From an optimization exercise on the open Yosys and OpenROAD flow, aimed at small area, a short achievable clock period and few clock cycles; shortcuts taken in it are not production practice. Function was checked by simulation only, so behaviour that the tests miss may differ from the original. Power and IR drop assume default switching activity.

## config.mk

```make
export PLATFORM = sky130hd
export DESIGN_NAME = mem_stage
export DESIGN_NICKNAME = mem_stage
export VERILOG_FILES = /design/flow/design.v
export SDC_FILE = /design/flow/constraint.sdc
export NUM_CORES = 4
export LEC_CHECK = 0
export CAP_MARGIN = 20
export CORE_MARGIN = 2
export CORE_UTILIZATION = 50
export SLEW_MARGIN = 20
export SYNTH_HIERARCHICAL = 1
export SYNTH_MEMORY_MAX_BITS = 8192
```

## constraint.sdc

```tcl
create_clock -name core_clock -period 12.0 [get_ports {clk}]
set_input_delay 2.4000 -clock core_clock [delete_from_list [all_inputs] [get_ports {clk}]]
set_output_delay 2.4000 -clock core_clock [all_outputs]
set_load 0.01 [all_outputs]
```

## design.v

```verilog
package mem_stage_pkg;
	localparam int ICACHE_IDX_BITS = 8;
	localparam int DCACHE_IDX_BITS = 8;
	localparam int RAM_ADDR_BITS = 6;
	typedef enum logic [1:0] {
		width_byte = 2'd0,
		width_half = 2'd1,
		width_word = 2'd2
	} mem_width_e;
	typedef enum logic [1:0] {
		cop_icache_inval = 2'd0,
		cop_dcache_inval = 2'd1,
		cop_dcache_flush = 2'd2
	} cache_op_e;
	typedef struct packed {
		logic        load;
		logic        store;
		logic [31:0] addr;
		logic [31:0] mdr;  
		logic [1:0]  width;  
		logic [3:0]  rd_sel;
	} mem_req_t;
	typedef struct packed {
		logic        access;
		logic        wr_en;
		logic [31:0] addr;
		logic [1:0]  width;  
		logic [31:0] wr_val;
	} dbg_req_t;
	typedef struct packed {
		logic [29:0] addr;  
		logic [3:0]  bytesel;
		logic        wr_en;
		logic [31:0] wr_val;
		logic        access;
	} bus_req_t;
	typedef struct packed {
		logic [31:0] rd_data;
		logic        ack;
		logic        error;
	} bus_rsp_t;
	typedef struct packed {
		logic        update_rd;
		logic [3:0]  rd_sel;
		logic [31:0] val;
	} wb_t;
endpackage
`timescale 1ns/1ns
module mem_lane_align (
	input  logic                    dbg_en,
	input  mem_stage_pkg::mem_req_t mem_req,
	input  mem_stage_pkg::dbg_req_t dbg_req,
	output logic [7:0]              acc_addr,   
	output logic [1:0]              acc_width,
	output logic [3:0]              bytesel,
	output logic [31:0]             wr_lanes,
	input  logic                    whole,      
	output logic [6:0]              rd_pick,
	input  logic [31:0]             rd_word_q,
	input  logic [6:0]              rd_pick_q,
	output logic [31:0]             rd_value
);
	logic [31:0] acc_wr_data;
	logic [1:0]  lane;
	logic [7:0]  rd_byte;
	assign acc_addr = dbg_en ? dbg_req.addr[7:0] : mem_req.addr[7:0];
	assign acc_width = dbg_en ? dbg_req.width : mem_req.width;
	assign acc_wr_data = dbg_en ? dbg_req.wr_val : mem_req.mdr;
	assign lane = acc_addr[1:0];
	always_comb begin
		case (acc_width)
			mem_stage_pkg::width_byte: begin
				bytesel = 4'b0001 << lane;
				wr_lanes = {4{acc_wr_data[7:0]}};
			end
			mem_stage_pkg::width_half: begin
				bytesel = lane[1] ? 4'b1100 : 4'b0011;
				wr_lanes = {2{acc_wr_data[15:0]}};
			end
			default: begin
				bytesel = 4'b1111;
				wr_lanes = acc_wr_data;
			end
		endcase
	end
	always_comb begin
		rd_pick = '0;
		if (whole) begin
			rd_pick = 7'b1010001;
		end else begin
			case (acc_width)
				mem_stage_pkg::width_byte: rd_pick[lane] = 1'b1;
				mem_stage_pkg::width_half: rd_pick = lane[1] ? 7'b0100100 : 7'b0010001;
				default: rd_pick = 7'b1010001;
			endcase
		end
	end
	always_comb begin
		for (int i = 0; i < 8; i++) begin
			rd_value[i] = (rd_pick_q[0] & rd_word_q[i]) | (rd_pick_q[1] & rd_word_q[8+i])
			            | (rd_pick_q[2] & rd_word_q[16+i]) | (rd_pick_q[3] & rd_word_q[24+i]);
			rd_value[8+i] = (rd_pick_q[4] & rd_word_q[8+i]) | (rd_pick_q[5] & rd_word_q[24+i]);
		end
		rd_value[31:16] = rd_word_q[31:16] & {16{rd_pick_q[6]}};
	end
endmodule
`timescale 1ns/1ns
module mem_cache_maint (
	input  logic                                        cache_instr,
	input  logic [1:0]                                  cache_op,  
	input  logic [31:0]                                 wr_val,
	output logic                                        i_inval,
	output logic                                        d_inval,
	output logic                                        d_flush,
	output logic [mem_stage_pkg::ICACHE_IDX_BITS-1:0]   i_idx,
	output logic [mem_stage_pkg::DCACHE_IDX_BITS-1:0]   d_idx
);
	assign i_inval = cache_instr && cache_op == mem_stage_pkg::cop_icache_inval;
	assign d_inval = cache_instr && cache_op == mem_stage_pkg::cop_dcache_inval;
	assign d_flush = cache_instr && cache_op == mem_stage_pkg::cop_dcache_flush;
	assign i_idx = wr_val[mem_stage_pkg::ICACHE_IDX_BITS-1:0];
	assign d_idx = wr_val[mem_stage_pkg::DCACHE_IDX_BITS-1:0];
endmodule
`timescale 1ns/1ns
module mem_writeback (
	input  logic                    clk,
	input  logic                    rst,
	input  mem_stage_pkg::mem_req_t mem_req,
	input  mem_stage_pkg::dbg_req_t dbg_req,
	input  logic                    update_rd,
	input  logic [3:0]              rd_sel,
	input  logic [31:0]             wr_val,
	input  logic [31:0]             rd_data,    
	input  logic [31:0]             rd_value,   
	input  logic                    cache_done_i,  
	input  logic                    cache_done_d,  
	output logic                    ram_we,
	output logic [31:0]             rd_word_q,
	input  logic [6:0]              rd_pick,
	output logic [6:0]              rd_pick_q,
	output mem_stage_pkg::wb_t      wb,
	output logic                    complete,
	output logic                    data_abort,
	output logic                    busy,
	output logic                    dbg_compl,
	output logic [31:0]             dbg_rd_val
);
	logic mem_oor;
	logic dbg_oor;
	logic dbg_rd_2nd;  
	logic dbg_done;
	logic wb_q;
	logic [3:0] wb_rd_q;
	logic dbg_wr_or_2nd;
	logic dbg_done_n;
	logic pipe_none;
	mem_wb_or2 u_dbg_w (.a(dbg_req.wr_en), .b(dbg_rd_2nd), .y(dbg_wr_or_2nd));
	mem_wb_and2 u_dbg_done (.a(dbg_req.access), .b(dbg_wr_or_2nd), .y(dbg_done));
	assign dbg_compl = dbg_done;
	mem_wb_nor3 u_pipe_none (.a(mem_req.load), .b(mem_req.store), .c(cache_done_i), .y(pipe_none));
	mem_wb_a221oi u_dbg_none (.a1(dbg_req.access), .a2(dbg_req.wr_en), .b1(dbg_req.access),
		.b2(dbg_rd_2nd), .c(cache_done_d), .y(dbg_done_n));
	mem_wb_nand2 u_complete (.a(pipe_none), .b(dbg_done_n), .y(complete));
	logic [7:0] mem_hi_n;
	logic [7:0] dbg_hi_n;
	logic [1:0] mem_hi;
	logic [1:0] dbg_hi;
	logic       mem_abort_n;
	logic       dbg_abort_n;
	for (genvar i = 0; i < 8; i++) begin : g_hi3
		mem_wb_nor3 u_m (.a(mem_req.addr[8+3*i]), .b(mem_req.addr[9+3*i]), .c(mem_req.addr[10+3*i]),
			.y(mem_hi_n[i]));
		mem_wb_nor3 u_d (.a(dbg_req.addr[8+3*i]), .b(dbg_req.addr[9+3*i]), .c(dbg_req.addr[10+3*i]),
			.y(dbg_hi_n[i]));
	end
	for (genvar j = 0; j < 2; j++) begin : g_hi12
		mem_wb_nand4 u_m (.a(mem_hi_n[4*j]), .b(mem_hi_n[4*j+1]), .c(mem_hi_n[4*j+2]),
			.d(mem_hi_n[4*j+3]), .y(mem_hi[j]));
		mem_wb_nand4 u_d (.a(dbg_hi_n[4*j]), .b(dbg_hi_n[4*j+1]), .c(dbg_hi_n[4*j+2]),
			.d(dbg_hi_n[4*j+3]), .y(dbg_hi[j]));
	end
	mem_wb_o22ai u_mem_abort (.a1(mem_hi[0]), .a2(mem_hi[1]), .b1(mem_req.load), .b2(mem_req.store),
		.y(mem_abort_n));
	mem_wb_o211ai u_dbg_abort (.a1(dbg_hi[0]), .a2(dbg_hi[1]), .b1(dbg_req.access), .c1(dbg_wr_or_2nd),
		.y(dbg_abort_n));
	mem_wb_nand2 u_abort (.a(mem_abort_n), .b(dbg_abort_n), .y(data_abort));
	assign mem_oor = |mem_hi;
	assign dbg_oor = |dbg_hi;
	assign ram_we = (mem_req.store & !mem_oor) | (dbg_req.access & dbg_req.wr_en & !dbg_oor);
	always_ff @(posedge clk) begin
		rd_word_q <= rd_data;
		rd_pick_q <= rd_pick;
		wb_rd_q <= update_rd ? rd_sel : mem_req.rd_sel;
		if (rst) begin
			dbg_rd_2nd <= 1'b0;
			wb_q <= 1'b0;
		end else begin
			dbg_rd_2nd <= dbg_req.access & !dbg_req.wr_en & !dbg_rd_2nd;
			wb_q <= (mem_req.load & !mem_oor) | update_rd;
		end
	end
	assign wb.update_rd = wb_q;
	assign wb.rd_sel = wb_rd_q;
	assign wb.val = rd_value;
	assign dbg_rd_val = rd_value;
	logic wb_n;
	logic mem_acc_n;
	mem_wb_inv u_wb_n (.a(wb_q), .y(wb_n));
	mem_wb_nor2 u_mem_acc_n (.a(mem_req.load), .b(mem_req.store), .y(mem_acc_n));
	mem_wb_nand2 u_busy (.a(mem_acc_n), .b(wb_n), .y(busy));
endmodule
module mem_wb_inv (input logic a, output logic y);
	assign y = ~a;
endmodule
module mem_wb_or2 (input logic a, input logic b, output logic y);
	assign y = a | b;
endmodule
module mem_wb_and2 (input logic a, input logic b, output logic y);
	assign y = a & b;
endmodule
module mem_wb_nor2 (input logic a, input logic b, output logic y);
	assign y = ~(a | b);
endmodule
module mem_wb_nand2 (input logic a, input logic b, output logic y);
	assign y = ~(a & b);
endmodule
module mem_wb_nor3 (input logic a, input logic b, input logic c, output logic y);
	assign y = ~(a | b | c);
endmodule
module mem_wb_nand4 (input logic a, input logic b, input logic c, input logic d, output logic y);
	assign y = ~(a & b & c & d);
endmodule
module mem_wb_a221oi (input logic a1, input logic a2, input logic b1, input logic b2,
		input logic c, output logic y);
	assign y = ~((a1 & a2) | (b1 & b2) | c);
endmodule
module mem_wb_o22ai (input logic a1, input logic a2, input logic b1, input logic b2,
		output logic y);
	assign y = ~((a1 | a2) & (b1 | b2));
endmodule
module mem_wb_o211ai (input logic a1, input logic a2, input logic b1, input logic c1,
		output logic y);
	assign y = ~((a1 | a2) & b1 & c1);
endmodule
`timescale 1ns/1ns
module data_ram (
	input  logic                                     clk,
	input  logic                                     we,       
	input  logic [mem_stage_pkg::RAM_ADDR_BITS-1:0]  word_idx,
	input  logic [3:0]                               bytesel,
	input  logic [31:0]                              wr_val,
	input  logic                                     bypass,   
	input  logic [31:0]                              bypass_val,
	output logic [31:0]                              rd_data
);
	localparam int WORDS = 2 ** mem_stage_pkg::RAM_ADDR_BITS;
	logic [31:0] mem [WORDS];
	logic [7:0]       pre_lo;
	logic [7:0]       pre_hi;
	logic [7:0]       pre_hi_we;
	logic [3:0]       byte_n;
	logic [WORDS-1:0] word_we_n;
	logic [3:0]       byte_we [WORDS];
	always_comb begin
		for (int k = 0; k < 8; k++) begin
			pre_lo[k] = (word_idx[2:0] == k);
			pre_hi[k] = !bypass && (word_idx[5:3] == k);
			pre_hi_we[k] = we && (word_idx[5:3] == k);
		end
	end
	assign byte_n = ~bytesel;
	for (genvar w = 0; w < WORDS; w++) begin : g_we
		data_ram_nand2 u_word (.a(pre_hi_we[w/8]), .b(pre_lo[w%8]), .y(word_we_n[w]));
		for (genvar b = 0; b < 4; b++) begin : g_byte
			data_ram_nor2 u_byte (.a(word_we_n[w]), .b(byte_n[b]), .y(byte_we[w][b]));
		end
	end
	always_ff @(posedge clk) begin
		for (int w = 0; w < WORDS; w++) begin
			for (int b = 0; b < 4; b++) begin
				if (byte_we[w][b])
					mem[w][b*8 +: 8] <= wr_val[b*8 +: 8];
			end
		end
	end
	logic [WORDS-1:0] src_sel;
	for (genvar w = 0; w < WORDS; w++) begin : g_sel
		data_ram_and2 u_sel (.a(pre_hi[w/8]), .b(pre_lo[w%8]), .y(src_sel[w]));
	end
	for (genvar b = 0; b < 32; b++) begin : g_bit
		logic [23:0] grp_n;
		logic [5:0]  quad;
		logic [2:0]  pair_n;
		for (genvar g = 0; g < 21; g++) begin : g_grp
			data_ram_ao3 u_ao (
				.sel (src_sel[3*g +: 3]),
				.src ({mem[3*g+2][b], mem[3*g+1][b], mem[3*g][b]}),
				.y_n (grp_n[g])
			);
		end
		data_ram_nand2 u_last (.a(src_sel[63]), .b(mem[63][b]), .y(grp_n[21]));
		data_ram_nand2 u_bypass (.a(bypass), .b(bypass_val[b]), .y(grp_n[22]));
		assign grp_n[23] = 1'b1;
		for (genvar q = 0; q < 5; q++) begin : g_quad
			data_ram_nand4 u_q (.a(grp_n[4*q]), .b(grp_n[4*q+1]), .c(grp_n[4*q+2]),
				.d(grp_n[4*q+3]), .y(quad[q]));
		end
		data_ram_nand3 u_q5 (.a(grp_n[20]), .b(grp_n[21]), .c(grp_n[22]), .y(quad[5]));
		for (genvar p = 0; p < 3; p++) begin : g_pair
			data_ram_nor2 u_p (.a(quad[2*p]), .b(quad[2*p+1]), .y(pair_n[p]));
		end
		data_ram_nand3 u_rd (.a(pair_n[0]), .b(pair_n[1]), .c(pair_n[2]), .y(rd_data[b]));
	end
endmodule
module data_ram_ao3 (
	input  logic [2:0] sel,
	input  logic [2:0] src,
	output logic       y_n
);
	assign y_n = ~|(sel & src);
endmodule
module data_ram_and2 (input logic a, input logic b, output logic y);
	assign y = a & b;
endmodule
module data_ram_nand2 (input logic a, input logic b, output logic y);
	assign y = ~(a & b);
endmodule
module data_ram_nand4 (input logic a, input logic b, input logic c, input logic d, output logic y);
	assign y = ~(a & b & c & d);
endmodule
module data_ram_nand3 (input logic a, input logic b, input logic c, output logic y);
	assign y = ~(a & b & c);
endmodule
module data_ram_nor2 (input logic a, input logic b, output logic y);
	assign y = ~(a | b);
endmodule
`timescale 1ns/1ns
module mem_stage (
	input  logic        clk,
	input  logic        rst,
	input  logic        mem_req_load,
	input  logic        mem_req_store,
	input  logic [31:0] mem_req_addr,
	input  logic [31:0] mem_req_mdr,
	input  logic [1:0]  mem_req_width,
	input  logic [3:0]  mem_req_rd_sel,
	input  logic [31:0] wr_val,
	input  logic        update_rd,
	input  logic [3:0]  rd_sel,
	input  logic        cache_instr,
	input  logic [1:0]  cache_op,
	input  logic        i_cacheop_complete,
	input  logic        d_cacheop_complete,
	input  logic        dbg_en,
	input  logic        dbg_req_access,
	input  logic        dbg_req_wr_en,
	input  logic [31:0] dbg_req_addr,
	input  logic [1:0]  dbg_req_width,
	input  logic [31:0] dbg_req_wr_val,
	output logic        wb_update_rd,
	output logic [3:0]  wb_rd_sel,
	output logic [31:0] wb_val,
	output logic        complete,
	output logic        data_abort,
	output logic        busy,
	output logic [31:0] dbg_rd_val,
	output logic        dbg_compl,
	output logic        i_inval,
	output logic        d_inval,
	output logic        d_flush,
	output logic [7:0]  i_idx,
	output logic [7:0]  d_idx
);
	mem_stage_pkg::mem_req_t mem_req;
	mem_stage_pkg::dbg_req_t dbg_req;
	mem_stage_pkg::wb_t      wb;
	assign mem_req.load = mem_req_load;
	assign mem_req.store = mem_req_store;
	assign mem_req.addr = mem_req_addr;
	assign mem_req.mdr = mem_req_mdr;
	assign mem_req.width = mem_req_width;
	assign mem_req.rd_sel = mem_req_rd_sel;
	assign dbg_req.access = dbg_req_access;
	assign dbg_req.wr_en = dbg_req_wr_en;
	assign dbg_req.addr = dbg_req_addr;
	assign dbg_req.width = dbg_req_width;
	assign dbg_req.wr_val = dbg_req_wr_val;
	assign wb_update_rd = wb.update_rd;
	assign wb_rd_sel = wb.rd_sel;
	assign wb_val = wb.val;
	logic [7:0]  acc_addr;
	logic [1:0]  acc_width;
	logic [3:0]  bytesel;
	logic [31:0] wr_lanes;
	logic [31:0] rd_data;
	logic [31:0] rd_word_q;
	logic [6:0]  rd_pick;
	logic [6:0]  rd_pick_q;
	logic [31:0] rd_value;
	logic        ram_we;
	mem_lane_align u_lane_align (
		.dbg_en     (dbg_en),
		.mem_req    (mem_req),
		.dbg_req    (dbg_req),
		.acc_addr   (acc_addr),
		.acc_width  (acc_width),
		.bytesel    (bytesel),
		.wr_lanes   (wr_lanes),
		.rd_word_q  (rd_word_q),
		.whole      (update_rd),
		.rd_pick    (rd_pick),
		.rd_pick_q  (rd_pick_q),
		.rd_value   (rd_value)
	);
	mem_cache_maint u_cache_maint (
		.cache_instr        (cache_instr),
		.cache_op           (cache_op),
		.wr_val             (wr_val),
		.i_inval            (i_inval),
		.d_inval            (d_inval),
		.d_flush            (d_flush),
		.i_idx              (i_idx),
		.d_idx              (d_idx)
	);
	mem_writeback u_writeback (
		.clk        (clk),
		.rst        (rst),
		.mem_req    (mem_req),
		.dbg_req    (dbg_req),
		.update_rd  (update_rd),
		.rd_sel     (rd_sel),
		.wr_val     (wr_val),
		.rd_data    (rd_data),
		.rd_value   (rd_value),
		.cache_done_i (i_cacheop_complete),
		.cache_done_d (d_cacheop_complete),
		.ram_we     (ram_we),
		.rd_word_q  (rd_word_q),
		.rd_pick    (rd_pick),
		.rd_pick_q  (rd_pick_q),
		.wb         (wb),
		.complete   (complete),
		.data_abort (data_abort),
		.busy       (busy),
		.dbg_compl  (dbg_compl),
		.dbg_rd_val (dbg_rd_val)
	);
	data_ram u_data_ram (
		.clk      (clk),
		.we       (ram_we),
		.word_idx (acc_addr[mem_stage_pkg::RAM_ADDR_BITS+1:2]),
		.bytesel  (bytesel),
		.wr_val   (wr_lanes),
		.bypass     (update_rd),
		.bypass_val (wr_val),
		.rd_data    (rd_data)
	);
endmodule
```

## flow/run.sh

```bash
#!/bin/bash
# Standard synthesis and layout, with these changes to how the layout is made:
#  - timing repair aims well below the 12 ns clock (setup margin), so the
#    achieved period (12 ns less the worst slack) comes out short;
#  - clock tree: clkbuf_8 leaf buffers serving clusters of up to 14 sinks, and
#    no dummy loads, instead of ~200 clkbuf_16 leaves for ~2100 flip-flops;
#  - every port still gets its own buffer, but starting from buf_1 (repair
#    upsizes the ones on critical paths) rather than a delay cell;
#  - before global placement, flow/upsize.tcl gives the RAM's 64 read
#    word-select gates drive strength 4 (each drives 32 loads).
# make's own output goes to make_finish.log; each tool's log stays in orfs/logs.
set -euo pipefail
bash standard.sh \
  "CTS_ARGS=-sink_clustering_enable -repair_clock_nets -dont_use_dummy_load -sink_clustering_size 14 -sink_clustering_max_diameter 50 -buf_list sky130_fd_sc_hd__clkbuf_8" \
  "BUFFER_PORTS_ARGS=-buffer_cell sky130_fd_sc_hd__buf_1" \
  "PRE_GLOBAL_PLACE_TCL=$PWD/flow/upsize.tcl" \
  SETUP_SLACK_MARGIN=6.5 finish > make_finish.log 2>&1
```

## flow/upsize.tcl

```tcl
# Sourced before global placement (PRE_GLOBAL_PLACE_TCL). Sets the starting
# drive strength of the gates that drive the design's long or heavily loaded
# nets: the RAM's index predecode, read word selects (32 loads each), write
# word enables, the read OR tree's NOR stage (long wires to the data
# register), the shared RAM index and the write enable. Timing repair only
# works on the few worst paths, so these would otherwise stay at strength 1.
# Cells are found by the net they drive; each becomes the given strength of
# its own cell family.
set targets {
  {*u_data_ram.g_sel*u_sel.y}           4
  {*u_data_ram.g_sel*u_sel.a}           4
  {*u_data_ram.g_sel*u_sel.b}           4
  {*u_data_ram.g_we*u_word.a}           4
  {*u_data_ram.g_we*g_byte*u_byte.a}    2
  {*u_data_ram.g_bit*g_pair*u_p.y}      2
  {acc_addr*}                           4
  {ram_we}                              4
}
set upsized 0
foreach inst [[ord::get_db_block] getInsts] {
  set master [[$inst getMaster] getName]
  if {![regexp {^(sky130_fd_sc_hd__[a-z0-9]+)_([0-9]+)$} $master -> family drive]} continue
  foreach it [$inst getITerms] {
    if {![$it isOutputSignal]} continue
    set net [$it getNet]
    if {$net eq "NULL"} continue
    set name [$net getName]
    foreach {pattern want} $targets {
      if {[string match $pattern $name] && $drive < $want
          && [[ord::get_db] findMaster ${family}_$want] ne "NULL"} {
        replace_cell [$inst getName] ${family}_$want
        incr upsized
        break
      }
    }
  }
}
puts "upsize.tcl: $upsized cells upsized"
```

## standard.sh

```bash
#!/bin/bash
# synth_recipe.tcl (not shown) runs the flow's synth.tcl, then flattens the netlist and writes it again
# the make line also repeats each setting of config.mk as NAME=value (left out here)
make -C /OpenROAD-flow-scripts/flow DESIGN_CONFIG=/design/flow/config.mk WORK_HOME=/design/flow/orfs CLKGATE_MAP_FILE= SYNTH_SCRIPT=/design/flow/synth_recipe.tcl "${@:-finish}"
```

==> results of run 1 <==
## layer usage
layer | wire, µm | track usage (%) | vias to the layer above | share of wire (%)
met3 | 27400 | 6.91 | 406 | 12
met1 | 89100 | 42.2 | 22848 | 39
met2 | 104000 | 44.3 | 3083 | 45
li1 | - | - | 17738 | -
met5 | 23 | 0 | - | 0.010
met4 | 10300 | 12.2 | 4 | 4.5
## where the power goes
group          internal, W  switching [W]  total (W)
clock network      0.00135        0.00215    0.00350
logic             0.000149       0.000664   0.000813
registers          0.00817      0.0000473    0.00822
total              0.00967        0.00286     0.0125
## worst min path at each step
stage | end | depth (start not counted) | startpoint
2_1_floorplan | u_writeback.dbg_rd_2nd$_SDFF_PP0_ | 1 | u_writeback.dbg_rd_2nd$_SDFF_PP0_
3_3_place_gp | u_writeback.dbg_rd_2nd$_SDFF_PP0_ | 1 | u_writeback.dbg_rd_2nd$_SDFF_PP0_
3_5_place_dp | u_writeback.dbg_rd_2nd$_SDFF_PP0_ | 1 | u_writeback.dbg_rd_2nd$_SDFF_PP0_
4_1_cts | u_writeback.dbg_rd_2nd$_SDFF_PP0_ | 1 | u_writeback.dbg_rd_2nd$_SDFF_PP0_
5_1_grt | u_writeback.dbg_rd_2nd$_SDFF_PP0_ | 1 | u_writeback.dbg_rd_2nd$_SDFF_PP0_
6_report | u_writeback.dbg_rd_2nd$_SDFF_PP0_ | 1 | u_writeback.dbg_rd_2nd$_SDFF_PP0_
## stage by stage
stage | std cells | worst slack, ns | power [W]
after global routing | 6288 | 6.27 | 0.0129
after floorplan | 3872 | 5.83 | 0.00872
after detailed placement | 6104 | 5.86 | 0.00918
final | 6294 | 6.34 | 0.0125
after global placement | 6104 | 5.86 | 0.00917
after CTS | 6287 | 6.35 | 0.0126
## per-module statistics from Yosys (local to each module, per instance), a selection
module / flip-flops and latches / area [µm²] / times used
data_ram_and2: 0 / 6.26 / 64
data_ram_nand2: 0 / 3.75 / 128
mem_wb_or2: 0 / 6.26 / 1
mem_wb_inv: 0 / 3.75 / 1
mem_wb_nand2: 0 / 3.75 / 3
data_ram_ao3: 0 / 10.0 / 672
mem_wb_nor2: 0 / 3.75 / 1
mem_wb_o211ai: 0 / 12.5 / 1
mem_wb_nor3: 0 / 10.0 / 17
mem_writeback: 45 / 1480 / 1
mem_wb_a221oi: 0 / 15.0 / 1
mem_wb_and2: 0 / 6.26 / 1
data_ram_nor2: 0 / 3.75 / 352
## repair_timing
action                     4_1_cts  5_1_grt
resized for setup                0        3
setup endpoints to repair        1        2
pin swaps                        2        3
buffers inserted                 0        0
## worst max-delay path, delay by kind of cell
| family | cells | cell delay (ns) |
|---|---|---|
| AND/OR/NAND/NOR | 3 | 0.42 |
| AO/OA/AOI/OAI | 1 | 0.21 |
| buffers and inverters | 2 | 0.22 |
## synthesized netlist by cell type (all sizes together) (15+ instances only)
cell type | instances | area [µm²]
buf | 91 | 696
o21ai | 15 | 75.1
nand4 | 164 | 1030
nand2 | 140 | 526
a22oi | 16 | 120
nor2 | 364 | 1370
dfxtp | 45 | 901
mux2 | 28 | 330
and2 | 82 | 513
edfxtp | 2048 | 61500
nor3 | 20 | 185
nand3 | 64 | 320
a222oi | 672 | 6730
mux2i | 21 | 210
## layout make-up
| type | instances | share of cell area, % |
|---|---|---|
| Sequential cell | 2093 | 76.1 |
| Multi-Input combinational cell | 1663 | 16.0 |
| Tap cell | 2016 | 3.08 |
| Clock buffer | 183 | 3.07 |
| Timing Repair Buffer | 318 | 1.66 |
| Inverter | 14 | 0.0672 |
| Antenna cell | 7 | 0.0214 |
## state kept, by name, indices dropped and copies added (netlist names)
signal,cells
u_writeback.wb_rd_q,4
u_writeback.wb_q,1
u_writeback.rd_word_q,32
u_data_ram.mem,2048
u_writeback.rd_pick_q,7
u_writeback.dbg_rd_2nd,1
## cells by family (layout without fill, tap and decap cells)
logic type	count (synthesis)	after routing
other	0	7
adders and majority gates	4	4
and+or+nand+nor	873	873
muxes	49	49
buffers and inverters	116	515
DFF	2093	2093
AOI/OAI and AO/OA	737	737
## cells in the final DEF, fill, tap and decap left out, types with 9 or more instances in the layout
cell	count
and2_4	63
mux2_4	12
clkbuf_8	183
nand2_1	76
a22oi_1	16
nor2_2	97
and2_1	19
nor2_1	267
mux2i_1	17
buf_1	271
nand4_1	164
nor3_2	17
o21ai_4	11
a222oi_1	672
edfxtp_1	2048
buf_4	42
mux2_2	15
nand3_1	64
nand2_2	64
o221ai_1	10
inv_2	9
dfxtp_1	45
==> impl_metrics.csv, run 1 <==
group,metric,value,unit
cts,path_clk_slew,0.08,ns
die,core_area,150000,µm²
cts,ctsHoldBuffers,0,
logic_synthesis,ys_seq_area_share,82.9,%
sta,tns,0,ns
detailed_routing,drc,0,
logic_synthesis,syn_area,75300,µm²
sta,final-hold-violation-count,0,
logic_synthesis,syn_nets,4061,
worst_setup_path,r2r-end,"u_writeback.rd_word_q[3]$_DFF_P_",
worst_setup_path,required,9.60,ns
worst_setup_path,path_class,"in -> out",
sta,finalSetupViolations,0,
worst_setup_path,cp_cell_sequence,"buf_1 > nor3_2 > nand4_1 > o22ai_1 > nand2_1 > buf_1",
worst_setup_path,crit_end,"data_abort",
logic_synthesis,synthCells,3872,
global_routing,grt_pass1_wl,316000,µm
logic_synthesis,yosys.area_share.xor_xnor,0,%
worst_setup_path,timing.rr.start,"u_data_ram.mem[33][3]$_DFFE_PP_",
logic_synthesis,ys.warnings.count,12,
worst_setup_path,cp-start-kind,"input pin",
worst_setup_path,worstSetupStartpoint,"mem_req_addr[12]",
power,power_density,153,nW/µm²
logic_synthesis,synth_cell_types,53,
logic_synthesis,syn_avg_cell_area,19.4,µm²
worst_setup_path,slowest_stage,"o22ai_1",
logic_synthesis,synth_compound_area_share,9.56,%
cts,worstSkewPairLatency,0.96,ns
detailed_routing,wl_per_cell,36.7,µm
sta,fin_crit_sh,47.2,%
place,dpl.hpwl,145000,µm
place,dpl-instance-area,79400,µm²
job,drv_cap,0,
cells_and_area,design_area,82000,µm²
detailed_routing,dr.pass1.iters,10,
die,initial_core_util,50.3,%
die,die-area,154000,µm²
logic_synthesis,synth-edff-count,2048,
cells_and_area,final_layout_size_suffix_gt1_share,13.1,%
die,fp.dieW,392,µm
sta,worst_hold_slack,0.476,ns
logic_synthesis,synthFlopType,"edfxtp_1",
global_routing,grt_antenna_before_repair,8,
global_routing,grt_pass1_vias,41188,
hold_path,hold_path.class,"reg -> reg",
logic_synthesis,synthMuxAreaShare,0.718,%
detailed_routing,via_per_inst,7.00,
cells_and_area,multi_input_area,13100,µm²
detailed_routing,wirelength,231000,µm
worst_setup_path,critPathMostFrequentCell,"buf_1",
cts,cts_tree,"yes",
global_routing,grt_overflow_total,0,
cts,clockBufferDepth,3,
sta,finalCriticalPeriod,5.66,ns
cells_and_area,area_growth,8.84,%
worst_setup_path,end_kind,"output pin",
die,ioPinCount,277,
worst_setup_path,r2r_cells,4,
detailed_routing,final_antenna_net_count,0,
sta,slew_headroom,27.8,%
cells_and_area,n_fill_cell,11635,
cells_and_area,layout.nets,4462,
power,vdd_drop_max,0.0988,mV
power,leakage,24.7,nW
global_routing,grtUsageTotal,29.6,%
logic_synthesis,synth_top_family_by_area,"compound AO/OA/AOI/OAI gates",
logic_synthesis,yosys.area_share.simple,5.75,%
worst_setup_path,cp_slowest_stage_delay,0.21,ns
global_routing,grt_max_degree,68,
cts,numCtsBuffers,183,
logic_synthesis,synthArstFlopShare,0,%
die,die_height,392,µm
worst_setup_path,rrSetupSlack,9.83,ns
detailed_routing,via_count,44079,
sta,finalMaxSlewViolations,0,
sta,finalClockSkew,0.0999,ns
place,gp_routability_congestion,0.923,
sta,rsz0062_at_grt,"true",
cts,cts.sinks,2093,
place,numPortBuffers,276,
die,rows,142,
cts,cts-htree-levels,4,
cts,root_buffer,"clkbuf_8",
worst_setup_path,crit_path_max_fanout,3,
sta,fmax,177,MHz
logic_synthesis,ys_seq_elements,2093,
cells_and_area,ff_latch_area,62400,µm²
status,status,"no timing/DRC/antenna violations",
sta,worstMarginPinSlew,1.08,ns
logic_synthesis,synth_fa_ha_area_share,0.0665,%
detailed_routing,drtIter0Drc,9001,
cells_and_area,post-route-util,54.7,%
worst_setup_path,worstPathArrival,3.26,ns
Testbench counts, summed over its fixed seeds: cycles 34,848.
==> run 2, diff against run 1 <==
--- a/config.mk
+++ b/config.mk
@@ -8,5 +8,5 @@
 export CAP_MARGIN = 20
 export CORE_MARGIN = 2
-export CORE_UTILIZATION = 50
+export CORE_UTILIZATION = 65
 export SLEW_MARGIN = 20
 export SYNTH_HIERARCHICAL = 1
==> impl_metrics.csv, run 2 <==
group,metric,value,unit
sta,fmax,178,MHz
cells_and_area,area_growth,7.91,%
cts,path_clk_slew,0.08,ns
cells_and_area,top_regs,"u_data_ram.mem x2048, u_writeback.rd_word_q x32, u_writeback.rd_pick_q x7",
worst_setup_path,end_kind,"output pin",
logic_synthesis,yosysTopAreaCellShare,81.7,%
worst_setup_path,worstPathArrival,3.22,ns
cts,worstSkewPairLatency,0.88,ns
worst_setup_path,path_class,"in -> out",
cells_and_area,final_cell_mix,"edfxtp_1 (2048), a222oi_1 (672), buf_1 (273)",
logic_synthesis,ys.warnings.count,12,
cells_and_area,final_layout_size_suffix_gt1_share,13.0,%
power,power_switching,0.00276,W
global_routing,grt_max_degree,68,
die,core_area,115000,µm²
logic_synthesis,syn_avg_cell_area,19.4,µm²
place,dpl.hpwl,137000,µm
logic_synthesis,syn_area,75300,µm²
worst_setup_path,required,9.60,ns
global_routing,grt_overflow_total,0,
cts,cts_tree,"yes",
global_routing,grt_pass1_wl,299000,µm
logic_synthesis,synth_cell_types,53,
cts,cts-htree-levels,4,
power,p_sw_share,22.2,%
cells_and_area,layout_commonest_cell,"edfxtp_1",
place,gp_routability_congestion,0.927,
logic_synthesis,yosysMostFrequentCell,"edfxtp_1",
logic_synthesis,syn_nets,4061,
detailed_routing,via_count,43912,
worst_setup_path,crit_path_max_fanout,2,
die,initial_core_util,65.7,%
power,p_int,0.00963,W
power,vdd_drop_max,0.124,mV
global_routing,grt_antenna_before_repair,14,
die,fp.dieW,344,µm
cts,numCtsBuffers,177,
hold_path,hold_path.class,"reg -> reg",
logic_synthesis,netlist_top_cells_count,"edfxtp_1 (2048), a222oi_1 (672), nor2_1 (364)",
detailed_routing,wl_per_cell,37.4,µm
detailed_routing,final_antenna_net_count,0,
cells_and_area,largest_register_ffs,2048,
place,numPortBuffers,276,
logic_synthesis,synth_area_leader_cell,"edfxtp_1",
detailed_routing,dr.pass1.iters,9,
logic_synthesis,ys_seq_area_share,82.9,%
sta,rsz0062_at_grt,"true",
sta,finalClockSkew,0.0583,ns
cells_and_area,top_register,"u_data_ram.mem",
die,die_height,344,µm
die,rows,124,
cts,cts.sinks,2093,
job,drv_cap,0,
detailed_routing,drc,0,
worst_setup_path,cp-start-kind,"input pin",
sta,finalMaxSlewViolations,0,
logic_synthesis,synthFlopType,"edfxtp_1",
power,power_frac_comb,6.1,%
sta,setup_ws,6.38,ns
sta,final-hold-violation-count,0,
logic_synthesis,synth.top_cells.by_area,"edfxtp_1 (82%), a222oi_1 (8.9%), nor2_1 (1.8%), nand4_1 (1.4%), dfxtp_1 (1.2%)",
cts,clockBufferDepth,3,
power,clkPwrFrac,27.6,%
cells_and_area,layout.nets,4459,
place,pre_cts_slack,5.82,ns
sta,fin_crit_sh,46.8,%
logic_synthesis,synthArstFlopShare,0,%
cells_and_area,post-route-util,70.9,%
die,die-area,119000,µm²
sta,slew_headroom,27.3,%
sta,tns,0,ns
detailed_routing,via_per_inst,7.59,
die,ioPinCount,277,
sta,finalSetupViolations,0,
global_routing,grtUsageTotal,36.3,%
cells_and_area,n_fill_cell,7239,
logic_synthesis,ys_seq_elements,2093,
status,status,"no timing/DRC/antenna violations",
cts,root_buffer,"clkbuf_8",
power,leakage,24.7,nW
sta,finalCriticalPeriod,5.62,ns
global_routing,grt_pass1_vias,41038,
power,pwr-share-seq,66.3,%
power,power_density,152,nW/µm²
sta,worstMarginPinSlew,1.09,ns
logic_synthesis,synthCells,3872,
logic_synthesis,synth-edff-count,2048,
detailed_routing,drtIter0Drc,10020,
detailed_routing,wirelength,216000,µm
run 2: cell counts after synthesis:
Identical to the previous run, type by type.
run 2: repair_timing:
action                                  in CTS  in global routing
endpoints found under the setup margin       1                  2
pin swaps                                    2                  3
hold buffers                                 0                  0
gates resized for setup                      1                  1
setup buffers                                2                  1
run 2: kinds of logic after synthesis:
| group | share of synthesized area, % |
|---|---|
| DFF | 82.9 |
| and+or+nand+nor | 5.75 |
| buffers and inverters | 1.05 |
| adders and majority gates | 0.0665 |
| AOI/OAI and AO/OA | 9.56 |
| muxes | 0.718 |
run 2: final cells by class:
cell class	count	area [µm²]	area share, %
Multi-Input combinational cell	1663	13100	16.1
Clock buffer	177	2440	3.00
Sequential cell	2093	62400	76.8
Timing Repair Buffer	321	1380	1.70
Antenna cell	3	7.51	0.00924
Inverter	14	55.1	0.0677
Tap cell	1512	1890	2.33
run 2: Yosys stat by module, one instance, submodules excluded, a selection:
module | copies in the design | cells | cell area, µm²
mem_wb_or2 | 1 | 1 | 6.26
data_ram_nor2 | 352 | 1 | 3.75
data_ram_and2 | 64 | 1 | 6.26
mem_wb_nor2 | 1 | 1 | 3.75
mem_wb_inv | 1 | 1 | 3.75
mem_wb_nand2 | 3 | 1 | 3.75
mem_wb_o211ai | 1 | 1 | 12.5
mem_wb_nor3 | 17 | 1 | 10.0
data_ram_nand2 | 128 | 1 | 3.75
mem_cache_maint | 1 | 19 | 150
mem_wb_o22ai | 1 | 1 | 6.26
run 2: stage by stage:
stage / instances / cell area [µm²] / hold slack [ns] / total power [W]
floorplan: 3872 / 75300 / 0.432 / 0.00872
global placement: 5600 / 78800 / 0.454 / 0.00910
detailed placement: 5600 / 78800 / 0.469 / 0.00912
CTS: 5779 / 81200 / 0.480 / 0.0124
global route: 5782 / 81300 / 0.507 / 0.0127
finish: 5783 / 81300 / 0.473 / 0.0124
run 2: worst max-delay path: stages:
cell and delay, ns:
buf_1 0.08, nor3_2 0.18, nand4_1 0.16, o22ai_2 0.21
nand2_1 0.07, buf_1 0.13
run 2: worst paths after layout:
| kind | depth (start not counted) | endpoint | startpoint | slack [ns] |
|---|---|---|---|---|
| setup / recovery | 6 | data_abort | mem_req_addr[18] | 6.38 |
| hold / removal | 1 | u_writeback.dbg_rd_2nd$_SDFF_PP0_ | u_writeback.dbg_rd_2nd$_SDFF_PP0_ | 0.47 |
| setup reg to reg | 4 | u_writeback.rd_word_q[27]$_DFF_P_ | u_data_ram.mem[9][27]$_DFFE_PP_ | 9.81 |
| hold reg to reg | 1 | u_writeback.dbg_rd_2nd$_SDFF_PP0_ | u_writeback.dbg_rd_2nd$_SDFF_PP0_ | 0.47 |
run 2: power by group through the flow:
stage	Clock, W	Combinational, W	Sequential [W]
after floorplan	0	0.000366	0.00836
after global placement	0	0.000728	0.00838
after detailed placement	0	0.000742	0.00838
after CTS	0.00345	0.000742	0.00821
after global routing	0.00369	0.000785	0.00821
final	0.00342	0.000756	0.00821
run 2: routing by layer:
metal  routed length (µm)  track usage, %
met5                  173               0
met4                 8930            13.8
met3                31500            9.88
met2                97400            53.7
met1                78200            52.7
==> run 3, diff against run 2 <==
--- a/config.mk
+++ b/config.mk
@@ -8,5 +8,5 @@
 export CAP_MARGIN = 20
 export CORE_MARGIN = 2
-export CORE_UTILIZATION = 65
+export CORE_UTILIZATION = 75
 export SLEW_MARGIN = 20
 export SYNTH_HIERARCHICAL = 1
==> impl_metrics.csv, run 3 <==
group,metric,value,unit
status,status,"no timing/DRC/antenna violations",
cts,cts-htree-levels,4,
logic_synthesis,synth-edff-count,2048,
worst_setup_path,cp-start-kind,"input pin",
power,leakage,24.6,nW
worst_setup_path,rrSetupSlack,9.84,ns
die,rows,116,
sta,finalSetupViolations,0,
logic_synthesis,syn_area,75300,µm²
logic_synthesis,synth_cell_types,53,
detailed_routing,drc,0,
detailed_routing,final_antenna_net_count,0,
place,numPortBuffers,276,
cts,path_clk_slew,0.08,ns
cells_and_area,n_fill_cell,4928,
job,drv_cap,0,
logic_synthesis,synthCells,3872,
logic_synthesis,synthArstFlopShare,0,%
cells_and_area,area_growth,7.40,%
place,gp_routability_congestion,0.957,
detailed_routing,via_per_inst,8.02,
cells_and_area,ff_latch_area,62400,µm²
cells_and_area,largest_register_ffs,2048,
sta,final-hold-violation-count,0,
sta,fin_crit_sh,47.3,%
detailed_routing,via_count,44604,
worst_setup_path,worstPathArrival,3.27,ns
cts,worstSkewPairLatency,0.88,ns
global_routing,grt_antenna_before_repair,10,
cells_and_area,top_register,"u_data_ram.mem",
global_routing,grtUsageTotal,40.7,%
detailed_routing,drtIter0Drc,11030,
cells_and_area,final_cell_mix,"edfxtp_1 (2048), a222oi_1 (672), buf_1 (273)",
logic_synthesis,syn_nets,4061,
die,fp.dieW,321,µm
sta,rsz0062_at_grt,"true",
detailed_routing,wl_per_cell,38.0,µm
logic_synthesis,syn_avg_cell_area,19.4,µm²
power,design_power_total,0.0123,W
sta,fmax,176,MHz
logic_synthesis,synthFlopType,"edfxtp_1",
cells_and_area,final_layout_size_suffix_gt1_share,12.8,%
cts,clockBufferDepth,3,
cts,root_buffer,"clkbuf_8",
logic_synthesis,synth.top_cells.by_area,"edfxtp_1 (82%), a222oi_1 (8.9%), nor2_1 (1.8%), nand4_1 (1.4%), dfxtp_1 (1.2%)",
power,power_density,152,nW/µm²
die,ioPinCount,277,
worst_setup_path,path_class,"in -> out",
global_routing,grt_max_degree,68,
cts,ctsHoldBuffers,0,
logic_synthesis,ys_seq_area_share,82.9,%
cts,cts_tree,"yes",
cells_and_area,layout_commonest_cell,"edfxtp_1",
logic_synthesis,ys_seq_elements,2093,
logic_synthesis,netlist_top_cells_count,"edfxtp_1 (2048), a222oi_1 (672), nor2_1 (364)",
sta,tns,0,ns
detailed_routing,dr.pass1.iters,13,
die,initial_core_util,75.4,%
die,die-area,103000,µm²
sta,worstMarginPinSlew,1.11,ns
sta,slew_headroom,26.2,%
cells_and_area,multi_input_area,13100,µm²
worst_setup_path,crit_path_max_fanout,3,
sta,finalClockSkew,0.0631,ns
sta,finalMaxSlewViolations,0,
global_routing,grt_overflow_total,0,
place,dpl.hpwl,130000,µm
cells_and_area,post-route-util,81.0,%
die,die_height,321,µm
logic_synthesis,yosysMostFrequentCell,"edfxtp_1",
hold_path,hold_path.class,"reg -> reg",
worst_setup_path,required,9.60,ns
logic_synthesis,yosysTopAreaCellShare,81.7,%
logic_synthesis,synth_area_leader_cell,"edfxtp_1",
die,core_area,99900,µm²
cts,numCtsBuffers,170,
cells_and_area,top_regs,"u_data_ram.mem x2048, u_writeback.rd_word_q x32, u_writeback.rd_pick_q x7",
global_routing,grt_pass1_vias,41722,
global_routing,grt_pass1_wl,291000,µm
logic_synthesis,ys.warnings.count,12,
sta,finalCriticalPeriod,5.67,ns
cells_and_area,layout.nets,4450,
sta,worst_hold_slack,0.517,ns
power,vdd_drop_max,0.155,mV
worst_setup_path,end_kind,"output pin",
detailed_routing,wirelength,211000,µm
cts,cts.sinks,2093,
## run 3: changes by cell type in the layout (fill, tap and decap cells not counted)
| cell | delta |
|---|---|
| buf_2 | +2 |
| diode_2 | +2 |
| o22ai_2 | -1 |
| o22ai_1 | +1 |
| clkbuf_2 | -2 |
| buf_4 | -2 |
| clkbuf_8 | -7 |
## run 3: kinds of logic after synthesis
family / count (synthesis) / share of synthesized area [%]
AND/OR/NAND/NOR: 873 / 5.75
buffers and inverters: 116 / 1.05
flip-flops: 2093 / 82.9
multiplexers: 49 / 0.718
adder cells (fa/ha/maj): 4 / 0.0665
AO/OA/AOI/OAI: 737 / 9.56
## run 3: final timing paths
| check | startpoint | to | cells past startpoint |
|---|---|---|---|
| worst max-delay path | mem_req_addr[30] | data_abort | 6 |
| worst min-delay path | u_writeback.dbg_rd_2nd$_SDFF_PP0_ | u_writeback.dbg_rd_2nd$_SDFF_PP0_ | 1 |
| worst max register to register | u_data_ram.mem[39][12]$_DFFE_PP_ | u_writeback.rd_word_q[12]$_DFF_P_ | 4 |
| worst min register to register | u_writeback.dbg_rd_2nd$_SDFF_PP0_ | u_writeback.dbg_rd_2nd$_SDFF_PP0_ | 1 |
## run 3: area by class of cell
type	instances	share of cell area (%)
multi-input cells	1663	16.2
clock buffers	170	2.89
inverters	14	0.0681
well taps	1298	2.01
diodes	5	0.0155
flip-flops and latches	2093	77.1
repair buffers	319	1.68
## run 3: where the power goes
group / total, W / leakage (nW) / internal, W / switching [W]
logic: 0.000776 / 4.83 / 0.000149 / 0.000627
clock network: 0.00331 / 1.22 / 0.00126 / 0.00205
registers: 0.00820 / 18.6 / 0.00817 / 0.0000359
total: 0.0123 / 24.6 / 0.00958 / 0.00271
## run 3: what timing repair did
action	CTS	global route
pin swaps	2	2
gates resized for setup	0	2
endpoints found under the setup margin	2	3
buffers inserted	1	1
## run 3: metrics by stage
stage	worst slack [ns]	std cells	area [µm²]
2_1_floorplan	5.83	3872	75300
5_1_grt	6.27	5559	80900
6_report	6.33	5562	80900
3_5_place_dp	6.04	5385	78500
4_1_cts	6.39	5556	80900
3_3_place_gp	6.11	5385	78500
## run 3: per-module statistics from Yosys, one instance, submodules excluded, excerpt
module	flip-flops and latches	cell area, µm²
data_ram_nand2	0	3.75
mem_wb_nor2	0	3.75
mem_wb_nand4	0	6.26
data_ram	2048	61800
mem_wb_inv	0	3.75
data_ram_nand3	0	5.00
mem_wb_and2	0	6.26
data_ram_and2	0	6.26
mem_wb_nand2	0	3.75
mem_wb_o211ai	0	12.5
data_ram_ao3	0	10.0
mem_lane_align	0	1360
mem_wb_nor3	0	10.0
mem_writeback	45	1480
## run 3: critical path: stages
cell	delay [ns]
buf_1	0.09
nor3_2	0.17
nand4_1	0.17
o22ai_1	0.24
nand2_1	0.07
buf_1	0.13
## run 3: per-layer routing
metal | track usage (%) | up-vias | part of all wire (%)
met5 | 0 | - | 0.034
met4 | 20.1 | 12 | 5.9
met3 | 11.6 | 614 | 15
met2 | 61.9 | 4152 | 46
met1 | 55.6 | 22104 | 32
li1 | - | 17722 | -
==> run 4, diff against run 3 <==
--- a/flow/run.sh
+++ b/flow/run.sh
@@ -3,5 +3,5 @@
 #  - timing repair aims well below the 12 ns clock (setup margin), so the
 #    achieved period (12 ns less the worst slack) comes out short;
-#  - clock tree: clkbuf_8 leaf buffers serving clusters of up to 14 sinks, and
+#  - clock tree: clkbuf_8 leaf buffers serving clusters of up to 16 sinks, and
 #    no dummy loads, instead of ~200 clkbuf_16 leaves for ~2100 flip-flops;
 #  - every port still gets its own buffer, but starting from buf_1 (repair
@@ -12,5 +12,5 @@
 set -euo pipefail
 bash standard.sh \
-  "CTS_ARGS=-sink_clustering_enable -repair_clock_nets -dont_use_dummy_load -sink_clustering_size 14 -sink_clustering_max_diameter 50 -buf_list sky130_fd_sc_hd__clkbuf_8" \
+  "CTS_ARGS=-sink_clustering_enable -repair_clock_nets -dont_use_dummy_load -sink_clustering_size 16 -sink_clustering_max_diameter 50 -buf_list sky130_fd_sc_hd__clkbuf_8" \
   "BUFFER_PORTS_ARGS=-buffer_cell sky130_fd_sc_hd__buf_1" \
   "PRE_GLOBAL_PLACE_TCL=$PWD/flow/upsize.tcl" \
--- a/config.mk
+++ b/config.mk
@@ -8,5 +8,5 @@
 export CAP_MARGIN = 20
 export CORE_MARGIN = 2
-export CORE_UTILIZATION = 75
+export CORE_UTILIZATION = 65
 export SLEW_MARGIN = 20
 export SYNTH_HIERARCHICAL = 1
==> impl_metrics.csv, run 4 <==
group,metric,value,unit
detailed_routing,via_per_inst,7.64,
logic_synthesis,synth.top_cells.by_area,"edfxtp_1 (82%), a222oi_1 (8.9%), nor2_1 (1.8%), nand4_1 (1.4%), dfxtp_1 (1.2%)",
global_routing,grtUsageTotal,36.3,%
sta,finalCriticalPeriod,5.62,ns
job,drv_cap,0,
worst_setup_path,end_kind,"output pin",
power,leakage,24.6,nW
cells_and_area,area_growth,7.71,%
worst_setup_path,slowest_stage,"o22ai_2",
logic_synthesis,syn_area,75300,µm²
worst_setup_path,crit_family,"simple AND/OR/NAND/NOR gates",
cells_and_area,top_regs,"u_data_ram.mem x2048, u_writeback.rd_word_q x32, u_writeback.rd_pick_q x7",
logic_synthesis,synthCells,3872,
logic_synthesis,synth_area_leader_cell,"edfxtp_1",
worst_setup_path,crit_path_max_fanout,2,
sta,finalMaxSlewViolations,0,
worst_setup_path,worstPathArrival,3.22,ns
cts,cts_tree,"yes",
sta,finalClockSkew,0.0644,ns
sta,final-hold-violation-count,0,
detailed_routing,via_count,44110,
cts,path_clk_slew,0.08,ns
logic_synthesis,netlist_top_cells_count,"edfxtp_1 (2048), a222oi_1 (672), nor2_1 (364)",
sta,worst_hold_slack,0.473,ns
place,gp_routability_congestion,0.927,
worst_setup_path,cp.depth,6,
logic_synthesis,ys_seq_elements,2093,
sta,worstMarginPinSlew,1.09,ns
global_routing,grt_pass1_wl,298000,µm
cts,cts-htree-levels,4,
hold_path,hold_path.class,"reg -> reg",
logic_synthesis,synthFlopType,"edfxtp_1",
worst_setup_path,r2r_cells,4,
die,rows,124,
cts,cts.sinks,2093,
cells_and_area,n_fill_cell,7249,
detailed_routing,wl_per_cell,37.5,µm
sta,tns,0,ns
die,die_height,344,µm
die,die-area,119000,µm²
logic_synthesis,ys_seq_area_share,82.9,%
logic_synthesis,synthArstFlopShare,0,%
cells_and_area,final_cell_mix,"edfxtp_1 (2048), a222oi_1 (672), buf_1 (273)",
worst_setup_path,path_buf_inv,2,
hold_path,min_delay_path_depth,1,
detailed_routing,drtIter0Drc,10543,
cts,root_buffer,"clkbuf_8",
worst_setup_path,cp_slowest_stage_delay,0.21,ns
global_routing,grt_pass1_vias,40839,
place,dpl.hpwl,137000,µm
logic_synthesis,synth-edff-count,2048,
status,status,"no timing/DRC/antenna violations",
power,vdd_drop_max,0.122,mV
cts,worstSkewPairLatency,0.89,ns
worst_setup_path,cp_cell_sequence,"buf_1 > nor3_2 > nand4_1 > o22ai_2 > nand2_1 > buf_1",
detailed_routing,drc,0,
place,numPortBuffers,276,
cells_and_area,largest_register_ffs,2048,
logic_synthesis,syn_avg_cell_area,19.4,µm²
logic_synthesis,yosysMostFrequentCell,"edfxtp_1",
worst_setup_path,critPathMostFrequentCell,"buf_1",
logic_synthesis,synth_cell_types,53,
sta,finalSetupViolations,0,
cells_and_area,top_register,"u_data_ram.mem",
detailed_routing,dr.pass1.iters,9,
logic_synthesis,syn_nets,4061,
sta,rsz0062_at_grt,"true",
global_routing,grt_antenna_before_repair,15,
global_routing,grt_overflow_total,0,
detailed_routing,final_antenna_net_count,0,
cells_and_area,final_layout_size_suffix_gt1_share,12.8,%
worst_setup_path,required,9.60,ns
cells_and_area,layout_commonest_cell,"edfxtp_1",
cts,ctsHoldBuffers,0,
die,ioPinCount,277,
sta,slew_headroom,27.3,%
die,core_area,115000,µm²
sta,fmax,178,MHz
power,power_density,152,nW/µm²
sta,fin_crit_sh,46.8,%
detailed_routing,wirelength,216000,µm
global_routing,grt_max_degree,68,
cells_and_area,layout.nets,4448,
cts,clockBufferDepth,3,
die,initial_core_util,65.7,%
logic_synthesis,yosysTopAreaCellShare,81.7,%
worst_setup_path,cp-start-kind,"input pin",
die,fp.dieW,344,µm
worst_setup_path,path_class,"in -> out",
cts,numCtsBuffers,166,
logic_synthesis,ys.warnings.count,12,
==> run 4: cell counts after synthesis <==
No cell type changed its count.
==> run 4: routing by layer <==
layer	up-vias	share of wire [%]	track usage (%)
met5	-	0.035	0
met4	12	4.5	13.7
met3	448	15	9.92
met2	3653	45	53.5
met1	22269	36	52.8
li1	17728	-	-
==> run 4: cell families after synthesis <==
logic type,count (synthesis),synth area share [%]
AOI/OAI and AO/OA,737,9.56
buffers and inverters,116,1.05
and+or+nand+nor,873,5.75
DFF,2093,82.9
muxes,49,0.718
adders and majority gates,4,0.0665
==> run 4: layout make-up <==
class | count | area [µm²] | share of cell area, %
antenna | 4 | 10.0 | 0.0123
clock buffer | 166 | 2280 | 2.82
inverter | 14 | 55.1 | 0.0679
multi-input combinational | 1663 | 13100 | 16.1
sequential | 2093 | 62400 | 76.9
tap | 1512 | 1890 | 2.33
timing repair buffer | 321 | 1380 | 1.70
==> run 4: path summary, 6_finish.rpt <==
check                                            to                         startpoint  slack [ns]
setup / recovery                         data_abort                   mem_req_addr[18]        6.38
hold / removal    u_writeback.dbg_rd_2nd$_SDFF_PP0_  u_writeback.dbg_rd_2nd$_SDFF_PP0_        0.47
setup reg to reg  u_writeback.rd_word_q[27]$_DFF_P_    u_data_ram.mem[9][27]$_DFFE_PP_        9.92
hold reg to reg   u_writeback.dbg_rd_2nd$_SDFF_PP0_  u_writeback.dbg_rd_2nd$_SDFF_PP0_        0.47
==> run 4: through the flow <==
step	setup WS, ns	instances	utilization (%)	instance area, µm²	total power [W]
final	6.38	5773	70.7	81100	0.0123
after floorplan	5.83	3872	-	75300	0.00872
after global routing	6.34	5770	70.7	81100	0.0126
after global placement	5.92	5600	68.7	78800	0.00910
after CTS	6.39	5768	70.7	81100	0.0123
after detailed placement	5.82	5600	68.7	78800	0.00912
==> run 4: power by group <==
group / switching, W / internal (W)
Combinational: 0.000606 / 0.000149
Sequential: 0.0000466 / 0.00817
Clock: 0.00209 / 0.00124
Total: 0.00274 / 0.00955
==> run 4: timing repair <==
action,CTS,global route
resized for setup,1,1
setup endpoints to repair,1,2
setup buffers,2,1
pin swaps,2,3
==> run 4: modules after synthesis, one instance, submodules excluded, excerpt <==
module | cells | times used
data_ram | 2079 | 1
data_ram_and2 | 1 | 64
data_ram_ao3 | 1 | 672
data_ram_nand3 | 1 | 64
data_ram_nand4 | 1 | 160
data_ram_nor2 | 1 | 352
mem_cache_maint | 19 | 1
mem_lane_align | 182 | 1
mem_wb_a221oi | 1 | 1
mem_wb_and2 | 1 | 1
mem_wb_nand2 | 1 | 3
mem_wb_nor2 | 1 | 1
mem_wb_o211ai | 1 | 1
mem_wb_or2 | 1 | 1
==> run 4: worst reg2reg max path: cells and delay by family, from the launching register on <==
| kind | cells | cell delay (ns) |
|---|---|---|
| AO/OA/AOI/OAI | 1 | 0.48 |
| AND/OR/NAND/NOR | 3 | 1.11 |
| flip-flops | 1 | 0.37 |
==> run 5, diff against run 4 <==
--- a/flow/upsize.tcl
+++ b/flow/upsize.tcl
@@ -2,6 +2,5 @@
 # drive strength of the gates that drive the design's long or heavily loaded
 # nets: the RAM's index predecode, read word selects (32 loads each), write
-# word enables, the read OR tree's NOR stage (long wires to the data
-# register), the shared RAM index and the write enable. Timing repair only
+# word enables, the shared RAM index and the write enable. Timing repair only
 # works on the few worst paths, so these would otherwise stay at strength 1.
 # Cells are found by the net they drive; each becomes the given strength of
@@ -13,5 +12,4 @@
   {*u_data_ram.g_we*u_word.a}           4
   {*u_data_ram.g_we*g_byte*u_byte.a}    2
-  {*u_data_ram.g_bit*g_pair*u_p.y}      2
   {acc_addr*}                           4
   {ram_we}                              4
==> impl_metrics.csv, run 5 <==
group,metric,value,unit
cells_and_area,final_cell_mix,"edfxtp_1 (2048), a222oi_1 (672), nor2_1 (363)",
sta,setup_ws,6.37,ns
place,numPortBuffers,276,
global_routing,grt_overflow_total,0,
global_routing,grt_pass1_vias,40661,
hold_path,hold_path.class,"reg -> reg",
status,status,"no timing/DRC/antenna violations",
logic_synthesis,synth_area_leader_cell,"edfxtp_1",
detailed_routing,wl_per_cell,38.0,µm
worst_setup_path,cp_slowest_stage_delay,0.97,ns
hold_path,hold_end,"u_writeback.dbg_rd_2nd$_SDFF_PP0_",
job,drv_cap,0,
cts,numCtsBuffers,169,
logic_synthesis,synthCells,3872,
sta,finalSetupViolations,0,
worst_setup_path,worstPathArrival,6.35,ns
cts,clockBufferDepth,3,
cells_and_area,largest_register_ffs,2048,
worst_setup_path,path_class,"in -> reg",
die,die_height,344,µm
global_routing,top_usage_layer,"met1",
cts,worstSkewPairLatency,0.89,ns
sta,finalMaxSlewViolations,0,
place,gp_routability_congestion,0.931,
global_routing,grtUsageTotal,36.9,%
sta,worstMarginPinSlew,1.08,ns
global_routing,met2_usage,53.6,%
hold_path,worstHoldStart,"u_writeback.dbg_rd_2nd$_SDFF_PP0_",
die,core_area,115000,µm²
detailed_routing,dr.pass1.iters,10,
place,dpl-instance-area,78500,µm²
logic_synthesis,yosysTopAreaCellShare,81.7,%
power,design_power_total,0.0123,W
die,fp.dieW,344,µm
cts,cts-htree-levels,4,
sta,rsz0062_at_grt,"true",
sta,fin_crit_sh,46.9,%
worst_setup_path,end_kind,"register",
logic_synthesis,ys_seq_area_share,82.9,%
logic_synthesis,synthArstFlopShare,0,%
detailed_routing,via_per_inst,7.62,
cells_and_area,design_area,80900,µm²
detailed_routing,drc,0,
power,leakage,24.6,nW
worst_setup_path,cp-start-kind,"input pin",
cts,cts.sinks,2093,
place,dpl.hpwl,139000,µm
cts,ctsHoldBuffers,0,
die,ioPinCount,277,
sta,fmax,178,MHz
detailed_routing,wirelength,219000,µm
detailed_routing,drtIter0Drc,10344,
worst_setup_path,required,12.72,ns
logic_synthesis,syn_avg_cell_area,19.4,µm²
sta,tns,0,ns
cells_and_area,layout_commonest_cell,"edfxtp_1",
worst_setup_path,cp_cell_sequence,"clkbuf_2 > buf_4 > mux2_4 > nor3b_4 > buf_4 > and2_4 > a222oi_1 > nand4_1 > nor2_1 > nand3_1",
logic_synthesis,synth-edff-count,2048,
global_routing,grtUsageMet3,10.4,%
worst_setup_path,r2r-end,"u_writeback.rd_word_q[5]$_DFF_P_",
worst_setup_path,crit_path_max_fanout,48,
cts,cts_tree,"yes",
global_routing,grt_pass1_wl,302000,µm
cells_and_area,post-route-util,70.6,%
sta,slew_headroom,26.2,%
power,vdd_drop_max,0.114,mV
worst_setup_path,critPathMostFrequentCell,"buf_4",
sta,final-hold-violation-count,0,
die,rows,124,
cells_and_area,n_fill_cell,7214,
logic_synthesis,netlist_top_cells_count,"edfxtp_1 (2048), a222oi_1 (672), nor2_1 (364)",
logic_synthesis,ys_seq_elements,2093,
sta,finalClockSkew,0.0633,ns
global_routing,grt_antenna_before_repair,17,
detailed_routing,final_antenna_net_count,0,
logic_synthesis,synthFlopType,"edfxtp_1",
power,power_density,152,nW/µm²
worst_setup_path,slowest_stage,"a222oi_1",
worst_setup_path,rrSetupSlack,9.44,ns
cts,root_buffer,"clkbuf_8",
global_routing,use_met1,54.3,%
logic_synthesis,syn_area,75300,µm²
cells_and_area,layout.nets,4449,
cells_and_area,area_growth,7.45,%
cells_and_area,top_register,"u_data_ram.mem",
logic_synthesis,ys.warnings.count,12,
sta,finalCriticalPeriod,5.63,ns
detailed_routing,via_count,44027,
cells_and_area,final_layout_size_suffix_gt1_share,10.5,%
cells_and_area,top_regs,"u_data_ram.mem x2048, u_writeback.rd_word_q x32, u_writeback.rd_pick_q x7",
logic_synthesis,yosysMostFrequentCell,"edfxtp_1",
die,initial_core_util,65.7,%
worst_setup_path,timing.rr.start,"u_data_ram.mem[15][5]$_DFFE_PP_",
place,pre_cts_slack,5.66,ns
hold_path,min_delay_path_depth,1,
logic_synthesis,synth_cell_types,53,
logic_synthesis,syn_nets,4061,
cts,path_clk_slew,0.09,ns
global_routing,grt_max_degree,68,
worst_setup_path,r2r_cells,4,
logic_synthesis,synth.top_cells.by_area,"edfxtp_1 (82%), a222oi_1 (8.9%), nor2_1 (1.8%), nand4_1 (1.4%), dfxtp_1 (1.2%)",
die,die-area,119000,µm²
-- run 5: cell counts after synthesis --
No cell type changed its count.
-- run 5: modules after synthesis, one instance, submodules excluded, excerpt --
module	cell area, µm²	cells inside	times used
data_ram_nand3	5.00	1	64
mem_wb_o22ai	6.26	1	1
data_ram_nand2	3.75	1	128
mem_wb_nand2	3.75	1	3
mem_wb_nand4	6.26	1	4
mem_writeback	1480	121	1
data_ram_nor2	3.75	1	352
data_ram_ao3	10.0	1	672
mem_wb_o211ai	12.5	1	1
data_ram	61800	2079	1
mem_cache_maint	150	19	1
mem_wb_a221oi	15.0	1	1
mem_wb_nor3	10.0	1	17
-- run 5: cell type report --
type	instances	area (µm²)	area share [%]
inverters	14	55.1	0.0680
repair buffers	319	1360	1.68
multi-input cells	1663	12900	15.9
clock buffers	169	2330	2.87
flip-flops and latches	2093	62400	77.1
well taps	1512	1890	2.34
diodes	10	25.0	0.0309
-- run 5: cell families after synthesis --
logic type | Yosys count | synth area share, %
AO/OA/AOI/OAI | 737 | 9.56
adder cells (fa/ha/maj) | 4 | 0.0665
buffers and inverters | 116 | 1.05
flip-flops | 2093 | 82.9
multiplexers | 49 | 0.718
AND/OR/NAND/NOR | 873 | 5.75
-- run 5: worst max-delay path: cells and delay by family --
family,cells,cell delay (ns)
simple gates,5,1.60
buf+inv,3,0.85
mux,1,0.43
compound gates,1,0.97
-- run 5: stage by stage --
| stage | instances | hold slack [ns] |
|---|---|---|
| 2_1_floorplan | 3872 | 0.432 |
| 3_3_place_gp | 5599 | 0.458 |
| 3_5_place_dp | 5599 | 0.467 |
| 4_1_cts | 5769 | 0.478 |
| 5_1_grt | 5772 | 0.508 |
| 6_report | 5780 | 0.478 |
-- run 5: worst max path at each step --
stage / start / endpoint / slack, ns / cells after the start
global route: mem_req_addr[21] / data_abort / 6.32 / 6
CTS: mem_req_addr[9] / data_abort / 6.37 / 6
global placement: dbg_en / u_writeback.rd_word_q[5]$_DFF_P_ / 5.71 / 10
finish: dbg_en / u_writeback.rd_word_q[5]$_DFF_P_ / 6.37 / 10
detailed placement: dbg_en / u_writeback.rd_word_q[5]$_DFF_P_ / 5.66 / 10
floorplan: dbg_en / u_data_ram.mem[0][17]$_DFFE_PP_ / 5.83 / 5
-- run 5: where the power goes --
group / leakage (nW) / internal (W) / switching (W)
Sequential: 18.6 / 0.00817 / 0.0000637
Combinational: 4.77 / 0.000143 / 0.000600
Clock: 1.22 / 0.00126 / 0.00210
-- run 5: per-layer routing --
layer  part of all wire, %  vias to the layer above
li1                      -                    17720
met1                    36                    22210
met2                    44                     3663
met3                    15                      412
met4                   4.1                       22
met5                 0.060                        -
-- run 5: repair_timing --
| item | in CTS | in global routing |
|---|---|---|
| endpoints found under the hold margin | 0 | 0 |
| buffers inserted | 1 | 1 |
| resized for setup | 0 | 2 |
| setup endpoints to repair | 1 | 115 |
| pin swaps | 3 | 1 |

[afterwards: timing with drivers on the ports]
How much do the figures lean on ideal ports? The routed layouts below were timed once more, with nothing changed but the port constraints.
Step 1 sets driving cells, clkbuf_16 on the clock port and buf_2 on the other inputs (assumed; they add their load-dependent delay and slew).
Step 2 moves the port delays by t, midway between the first and last clock arrival at a register: inputs arrive t later, outputs are due t later. That takes back most of the time a late clock gives input paths.
a / b / c = no drivers / after step 1 / after step 2; a / b = the first two.
run | t (ns) | setup slack, ns | worst setup path at the end | latest minus earliest clock arrival (ns)
run 1 | 1.004 | 6.336 / 6.315 / 5.772 | input to register | 0.135 / 0.136
run 2 | 0.931 | 6.382 / 6.357 / 5.763 | input to register | 0.066 / 0.066
run 3 | 0.927 | 6.325 / 6.299 / 5.861 | input to register | 0.064 / 0.064
run 4 | 0.933 | 6.382 / 6.356 / 5.756 | input to register | 0.067 / 0.066
run 5 | 0.938 | 6.370 / 6.381 / 5.488 | input to register | 0.066 / 0.066
After both steps every run listed still meets setup and hold. The setup slack of run 5, which loses most, moves by +0.011 ns with the drivers and by -0.882 ns with both steps.
